Source: an optimization exercise on an open RTL-to-GDS flow (aim: small area and a short achievable clock period). Production flows keep margins and buffers that such runs may drop. RTL that was checked went through simulation tests only; none was proved equivalent to the original.

==> flow/design.v <==
module muldiv_engine #(
    parameter int MULT_CYCLES = 5,
    parameter int DIV_CYCLES  = 10
) (
    input  logic        clk,
    input  logic        reset,
    input  logic        start,
    input  logic [2:0]  op,
    input  logic [31:0] d1,
    input  logic [31:0] d2,
    input  logic        flush,
    output logic        busy,
    output logic [31:0] hi,
    output logic [31:0] lo
);
    logic        busy_reg;
    logic [3:0]  cnt_reg;
    logic        is_div_reg, sgn_reg, sa_reg, bprev_reg;
    logic        dpre_reg, dstep_reg, last_reg, busy_out_reg;
    logic [31:0] a_reg, l_reg;
    logic [33:0] h_reg;
    logic [31:0] hi_reg, lo_reg;
    assign busy = busy_out_reg;
    assign hi   = hi_reg;
    assign lo   = lo_reg;
    wire accept = start && !flush && !busy_reg && (op != 3'd0) && (op != 3'd7);
    wire op_md  = (op == 3'd1) || (op == 3'd2) || (op == 3'd3) || (op == 3'd4);
    wire last     = last_reg;
    wire div_pre  = dpre_reg;
    wire div_step = dstep_reg;
    logic sb_reg;
    wire sb       = sb_reg;
    wire dz       = (a_reg == 32'd0);
    wire [34:0] m35  = {{3{sgn_reg & a_reg[31]}}, a_reg};
    wire [34:0] m35x2 = {m35[33:0], 1'b0};
    localparam int BLK = 6;
    function automatic logic [34:0] add35(input logic [34:0] x, input logic [34:0] y,
                                          input logic cin);
        logic [34:0] s;
        logic        c, s0, pre, cblk;
        c = cin; pre = 1'b1; cblk = 1'b0;
        for (int i = 0; i < 35; i++) begin
            if (i % BLK == 0 && i != 0) begin
                c = 1'b0; pre = 1'b1;
            end
            s0 = x[i] ^ y[i] ^ c;
            c  = (x[i] & y[i]) | (c & (x[i] ^ y[i]));
            s[i] = (i < BLK) ? s0 : (s0 ^ (cblk & pre));
            pre  = pre & s0;
            if (i % BLK == BLK - 1) cblk = (i < BLK) ? c : (c | (pre & cblk));
        end
        add35 = s;
    endfunction
    function automatic logic [31:0] cneg32(input logic [31:0] x, input logic neg);
        logic [31:0] s;
        logic        z;
        z = 1'b0;
        for (int i = 0; i < 32; i++) begin
            s[i] = x[i] ^ (neg & z);
            z    = z | x[i];
        end
        cneg32 = s;
    endfunction
    logic [34:0] t [0:3];
    logic [3:0]  qb;
    logic [7:0]  pbits;
    always_comb begin
        for (int j = 0; j < 4; j++) begin
            logic [34:0] x, y;
            logic        one, two, neg, b2, b1, b0, rs;
            if (j == 0) begin
                rs = h_reg[33];
                if (div_step) x = {h_reg[32], h_reg[32:0], l_reg[31] & ~div_pre};
                else          x = {h_reg[33], h_reg};
            end else begin
                rs = t[j-1][34];
                if (div_step) x = {t[j-1][32], t[j-1][32:0], l_reg[31-j] & ~div_pre};
                else          x = {t[j-1][34], t[j-1][34], t[j-1][34:2]};
            end
            b2 = l_reg[2*j+1];
            b1 = l_reg[2*j];
            b0 = (j == 0) ? bprev_reg : l_reg[2*j-1];
            if (is_div_reg) begin
                if (last) begin
                    one = rs; two = 1'b0; neg = rs & sb;          
                end else begin
                    one = 1'b1; two = 1'b0; neg = ~(rs ^ sb);     
                end
            end else if (last) begin
                one = bprev_reg & ~sgn_reg; two = 1'b0; neg = 1'b0;   
            end else begin
                one = b1 ^ b0;
                two = (b2 & ~b1 & ~b0) | (~b2 & b1 & b0);
                neg = b2;
            end
            y = (({35{one}} & m35) | ({35{two}} & m35x2)) ^ {35{neg}};
            t[j] = add35(x, y, neg);
            qb[3-j] = ~t[j][34];
            pbits[2*j+1 -: 2] = t[j][1:0];
        end
    end
    wire        neg_l  = div_pre ? (sgn_reg & l_reg[31]) : (is_div_reg & (sa_reg ^ sb));
    wire [31:0] l_neg  = cneg32(l_reg, neg_l);
    wire        neg_h  = is_div_reg & sa_reg;
    wire [31:0] h_res  = cneg32(t[0][31:0], neg_h);
    always_ff @(posedge clk) begin
        if (!busy_reg) begin
            a_reg      <= d2;
            l_reg      <= d1;
            h_reg      <= 34'd0;
            bprev_reg  <= 1'b0;
            sgn_reg    <= (op == 3'd1) || (op == 3'd3);
            sb_reg     <= ((op == 3'd1) || (op == 3'd3)) && d2[31];
            is_div_reg <= (op == 3'd3) || (op == 3'd4);
            if (op == 3'd1 || op == 3'd2) cnt_reg <= 4'd5;
            else                          cnt_reg <= 4'd10;
            dpre_reg   <= (op == 3'd3) || (op == 3'd4);
            dstep_reg  <= (op == 3'd3) || (op == 3'd4);
            last_reg   <= 1'b0;
        end else begin
            cnt_reg   <= cnt_reg - 4'd1;
            dpre_reg  <= 1'b0;
            dstep_reg <= is_div_reg && (cnt_reg != 4'd2);
            last_reg  <= (cnt_reg == 4'd2);
            if (is_div_reg) h_reg <= t[3][33:0];
            else            h_reg <= {t[3][34], t[3][34:2]};
            if (div_pre) begin
                l_reg  <= l_neg;
                sa_reg <= sgn_reg & l_reg[31];
            end else if (is_div_reg) begin
                l_reg <= {l_reg[27:0], qb};
            end else begin
                l_reg     <= {pbits, l_reg[31:8]};
                bprev_reg <= l_reg[7];
            end
        end
        if (reset) begin
            busy_reg <= 1'b0;
            busy_out_reg <= 1'b0;
            hi_reg   <= 32'd0;
            lo_reg   <= 32'd0;
        end else if (!busy_reg) begin
            busy_reg <= accept && op_md;
            busy_out_reg <= start && !flush && op_md;
            if (accept && op == 3'd5) hi_reg <= d1;
            if (accept && op == 3'd6) lo_reg <= d1;
        end else if (last) begin
            busy_reg <= 1'b0;
            busy_out_reg <= 1'b0;
            if (!(is_div_reg && dz)) begin
                hi_reg <= h_res;
                lo_reg <= l_neg;
            end
        end
    end
endmodule
==> flow/config.mk <==
export PLATFORM = sky130hd
export DESIGN_NAME = muldiv_engine
export DESIGN_NICKNAME = muldiv_engine
export VERILOG_FILES = /design/flow/design.v
export SDC_FILE = /design/flow/constraint.sdc
export NUM_CORES = 4
export LEC_CHECK = 0
export ABC_AREA = 1
export CAP_MARGIN = 20
export CORE_MARGIN = 2
export CORE_UTILIZATION = 40
export SLEW_MARGIN = 20
==> flow/constraint.sdc <==
create_clock -name core_clock -period 130.0 [get_ports {clk}]
set_input_delay 26.0000 -clock core_clock [delete_from_list [all_inputs] [get_ports {clk}]]
set_output_delay 26.0000 -clock core_clock [all_outputs]
set_load 0.01 [all_outputs]
standard.sh (not shown) runs the stock make flow with config.mk's settings and CLKGATE_MAP_FILE= SYNTH_SCRIPT=/design/flow/synth_recipe.tcl, a recipe that flattens the netlist after the stock synthesis.
==> flow/flow/run.sh <==
#!/bin/bash
# Standard ORFS layout, with plain buf_1 cells as the port buffers, and the repair steps
# asked to leave setup slack to spare at the design's clock period.
set -euo pipefail
export BUFFER_PORTS_ARGS="-buffer_cell sky130_fd_sc_hd__buf_1"
export SETUP_SLACK_MARGIN=102.8
bash standard.sh finish > standard.log 2>&1
Then changed:
--- a/flow/design.v
+++ b/flow/design.v
@@ -67,17 +67,17 @@
     always_comb begin
         for (int j = 0; j < 4; j++) begin
             logic [34:0] x, y;
             logic        one, two, neg, b2, b1, b0, rs;
             if (j == 0) begin
                 rs = h_reg[33];
-                if (div_step) x = {h_reg[32], h_reg[32:0], l_reg[31] & ~div_pre};
+                if (div_step) x = {h_reg[32], h_reg[32:0], l_reg[31]};
                 else          x = {h_reg[33], h_reg};
             end else begin
                 rs = t[j-1][34];
-                if (div_step) x = {t[j-1][32], t[j-1][32:0], l_reg[31-j] & ~div_pre};
+                if (div_step) x = {t[j-1][32], t[j-1][32:0], l_reg[31-j]};
                 else          x = {t[j-1][34], t[j-1][34], t[j-1][34:2]};
             end
             b2 = l_reg[2*j+1];
             b1 = l_reg[2*j];
             b0 = (j == 0) ? bprev_reg : l_reg[2*j-1];
             if (is_div_reg) begin
@@ -119,22 +119,24 @@
             last_reg   <= 1'b0;
         end else begin
             cnt_reg   <= cnt_reg - 4'd1;
             dpre_reg  <= 1'b0;
             dstep_reg <= is_div_reg && (cnt_reg != 4'd2);
             last_reg  <= (cnt_reg == 4'd2);
-            if (is_div_reg) h_reg <= t[3][33:0];
-            else            h_reg <= {t[3][34], t[3][34:2]};
             if (div_pre) begin
                 l_reg  <= l_neg;
                 sa_reg <= sgn_reg & l_reg[31];
-            end else if (is_div_reg) begin
-                l_reg <= {l_reg[27:0], qb};
-            end else begin
-                l_reg     <= {pbits, l_reg[31:8]};
-                bprev_reg <= l_reg[7];
+            end else if (!last) begin
+                if (is_div_reg) begin
+                    h_reg <= t[3][33:0];
+                    l_reg <= {l_reg[27:0], qb};
+                end else begin
+                    h_reg     <= {t[3][34], t[3][34:2]};
+                    l_reg     <= {pbits, l_reg[31:8]};
+                    bprev_reg <= l_reg[7];
+                end
             end
         end
         if (reset) begin
             busy_reg <= 1'b0;
             busy_out_reg <= 1'b0;
             hi_reg   <= 32'd0;
Count of clock-buffer cells in the layout stays the same.
Wire length climbs by 2.5%.
Register-to-register slack stays flat.
Clock skew is about the same.
Utilization climbs by 0.37 points.
First-iteration DRC count drops by 8.3%.
Synthesized area climbs by 2.1%.
Cell area climbs by 1.7%.
Non-clock buffer count climbs by 3.
Worst hold slack is worse by 0.0096 ns.
Setup slack is worse by 0.0040 ns.
Fmax is about the same.
Global-route usage drops by 0.56 points.

========
## job 9561
Starts from the design.v that is shown in full above.
export LEC_CHECK = 0
export ABC_AREA = 1
export CAP_MARGIN = 20
export CORE_MARGIN = 2
export CORE_UTILIZATION = 50
export SLEW_MARGIN = 20
create_clock -name core_clock -period 130.0 [get_ports {clk}]
==> flow/flow/run.sh <==
#!/bin/bash
# Standard ORFS layout, with plain buf_1 cells as the port buffers, the repair steps
# asked to leave setup slack to spare at the design's clock period, and larger clock
# sink clusters (fewer leaf clock buffers).
set -euo pipefail
export BUFFER_PORTS_ARGS="-buffer_cell sky130_fd_sc_hd__buf_1"
export SETUP_SLACK_MARGIN=102.8
export CTS_ARGS="-sink_clustering_enable -repair_clock_nets -dont_use_dummy_load -sink_clustering_size 30 -sink_clustering_max_diameter 150"
bash standard.sh finish > standard.log 2>&1
What job 8406 does differently from job 9561 at the input level:
-- flow/design.v --
<<< job 9561, line 52
        add35 = s;
    endfunction
    function automatic logic [31:0] cneg32(input logic [31:0] x, input logic neg);
        logic [31:0] s;
        logic        z;
        z = 1'b0;
        for (int i = 0; i < 32; i++) begin
            s[i] = x[i] ^ (neg & z);
            z    = z | x[i];
        end
        cneg32 = s;
    endfunction
    logic [34:0] t [0:3];
>>> job 8406, line 52
        add35 = s;
    endfunction
    function automatic logic [31:0] lfix32(input logic [31:0] x, input logic neg,
                                           input logic inv);
        logic [31:0] s;
        logic        z;
        z = 1'b0;
        for (int i = 0; i < 32; i++) begin
            s[i] = x[i] ^ ((neg & z) | inv);
            z    = z | x[i];
        end
        lfix32 = s;
    endfunction
    logic [34:0] t [0:3];
<<< job 9561, line 68
        for (int j = 0; j < 4; j++) begin
            logic [34:0] x, y;
            logic        one, two, neg, b2, b1, b0, rs;
            if (j == 0) begin
                rs = h_reg[33];
                if (div_step) x = {h_reg[32], h_reg[32:0], l_reg[31] & ~div_pre};
                else          x = {h_reg[33], h_reg};
            end else begin
                rs = t[j-1][34];
                if (div_step) x = {t[j-1][32], t[j-1][32:0], l_reg[31-j] & ~div_pre};
                else          x = {t[j-1][34], t[j-1][34], t[j-1][34:2]};
            end
            b2 = l_reg[2*j+1];
>>> job 8406, line 69
        for (int j = 0; j < 4; j++) begin
            logic [34:0] x, y;
            logic        one, two, neg, b2, b1, b0, rs, dbit;
            dbit = div_pre ? sa_reg : (l_reg[31-j] & ~last);
            if (j == 0) begin
                rs = h_reg[33];
                if (div_step)   x = {h_reg[32], h_reg[32:0], dbit};
                else            x = {h_reg[33], h_reg};
            end else begin
                rs = t[j-1][34];
                if (is_div_reg) x = {t[j-1][32], t[j-1][32:0], dbit};
                else            x = {t[j-1][34], t[j-1][34], t[j-1][34:2]};
            end
            b2 = l_reg[2*j+1];
<<< job 9561, line 82
            b0 = (j == 0) ? bprev_reg : l_reg[2*j-1];
            if (is_div_reg) begin
                if (last) begin
                    one = rs; two = 1'b0; neg = rs & sb;          
                end else begin
                    one = 1'b1; two = 1'b0; neg = ~(rs ^ sb);     
>>> job 8406, line 84
            b0 = (j == 0) ? bprev_reg : l_reg[2*j-1];
            if (is_div_reg) begin
                if (last && j == 0) begin
                    one = rs ^ sa_reg; two = 1'b0; neg = one & (sb ^ sa_reg);
                end else if (last) begin
                    one = 1'b0; two = 1'b1; neg = sb;             
                end else begin
                    one = 1'b1; two = 1'b0; neg = ~(rs ^ sb);     
<<< job 9561, line 96
            y = (({35{one}} & m35) | ({35{two}} & m35x2)) ^ {35{neg}};
            t[j] = add35(x, y, neg);
            qb[3-j] = ~t[j][34];
            pbits[2*j+1 -: 2] = t[j][1:0];
        end
    end
    wire        neg_l  = div_pre ? (sgn_reg & l_reg[31]) : (is_div_reg & (sa_reg ^ sb));
    wire [31:0] l_neg  = cneg32(l_reg, neg_l);
    wire        neg_h  = is_div_reg & sa_reg;
    wire [31:0] h_res  = cneg32(t[0][31:0], neg_h);
    always_ff @(posedge clk) begin
        if (!busy_reg) begin
            a_reg      <= d2;
            l_reg      <= d1;
            h_reg      <= 34'd0;
            bprev_reg  <= 1'b0;
            sgn_reg    <= (op == 3'd1) || (op == 3'd3);
>>> job 8406, line 100
            y = (({35{one}} & m35) | ({35{two}} & m35x2)) ^ {35{neg}};
            t[j] = add35(x, y, neg);
            qb[3-j] = ~t[j][34] ^ (sa_reg & ~sb);
            pbits[2*j+1 -: 2] = t[j][1:0];
        end
    end
    wire        e      = (t[1] == 35'd0);
    wire [31:0] h_res  = t[0][31:0] & ~{32{sa_reg & e}};
    wire        lneg   = is_div_reg & (sa_reg ? ~(sb ^ e) : sb);
    wire        linv   = is_div_reg & sa_reg & (sb ^ e);
    wire [31:0] l_res  = lfix32(l_reg, lneg, linv);
    always_ff @(posedge clk) begin
        if (!busy_reg) begin
            a_reg      <= d2;
            l_reg      <= d1;
            h_reg      <= {34{(op == 3'd3) && d1[31]}};
            sa_reg     <= (op == 3'd3) && d1[31];
            bprev_reg  <= 1'b0;
            sgn_reg    <= (op == 3'd1) || (op == 3'd3);
<<< job 9561, line 126
            else            h_reg <= {t[3][34], t[3][34:2]};
            if (div_pre) begin
                l_reg  <= l_neg;
                sa_reg <= sgn_reg & l_reg[31];
            end else if (is_div_reg) begin
                l_reg <= {l_reg[27:0], qb};
>>> job 8406, line 132
            else            h_reg <= {t[3][34], t[3][34:2]};
            if (div_pre) begin
                l_reg <= l_reg;
            end else if (is_div_reg) begin
                l_reg <= {l_reg[27:0], qb};
<<< job 9561, line 150
            if (!(is_div_reg && dz)) begin
                hi_reg <= h_res;
                lo_reg <= l_neg;
            end
        end
>>> job 8406, line 155
            if (!(is_div_reg && dz)) begin
                hi_reg <= h_res;
                lo_reg <= l_res;
            end
        end
==> summary.txt <==
- Changes observed in job 8406 relative to job 9561: final critical-path share of the clock period held steady, post-route clock skew saw an increase, instance count on the critical path moved down.
- Between job 8406 and job 9561, the hold slack does not differ in any meaningful way.
- Looking at worst setup path endpoint, the hi_reg[28]$_SDFFE_PP0P_ result is from job 9561; the hi_reg[1]$_SDFFE_PP0P_ one comes from job 8406.
- Lower fraction of layout instances using a drive strength above 1 goes to job 8406 over job 9561.
Only the layout flow was run in job 8406; the RTL was not checked for function there.

## afterwards: timing with drivers on the ports
The flow's constraints put no driver on any port. The routed layouts listed below were extracted and timed again, unchanged, in two steps. Step 1 (the two cells are an assumption about what drives the block):
set clk [get_ports {clk}]
set_driving_cell -lib_cell sky130_fd_sc_hd__clkbuf_16 $clk
set_driving_cell -lib_cell sky130_fd_sc_hd__buf_2 [delete_from_list [all_inputs] $clk]
Step 2 moves the port delays by t, midway between the first and last clock arrival at a register: inputs arrive t later, outputs are due t later. That takes back most of the time a late clock gives input paths. Three values: no drivers, after step 1, after step 2; two values: the first two.
run	t (ns)	setup WS [ns]	worst setup path at the end	worst data-port slew with drivers (ns)
the first run of note 1	0.555	102.897 / 102.843 / 102.389	input to register	0.04
the second run of note 1	0.548	102.893 / 102.840 / 102.514	input to register	0.04
job 9561	0.501	102.872 / 102.900 / 102.399	input to register	0.04
job 8406	0.500	102.846 / 102.877 / 102.379	input to register	0.04
After both steps setup and hold are still met in every run listed. The setup slack of the first run of note 1, which loses most, moves by -0.054 ns with the drivers and by -0.508 ns with both steps.
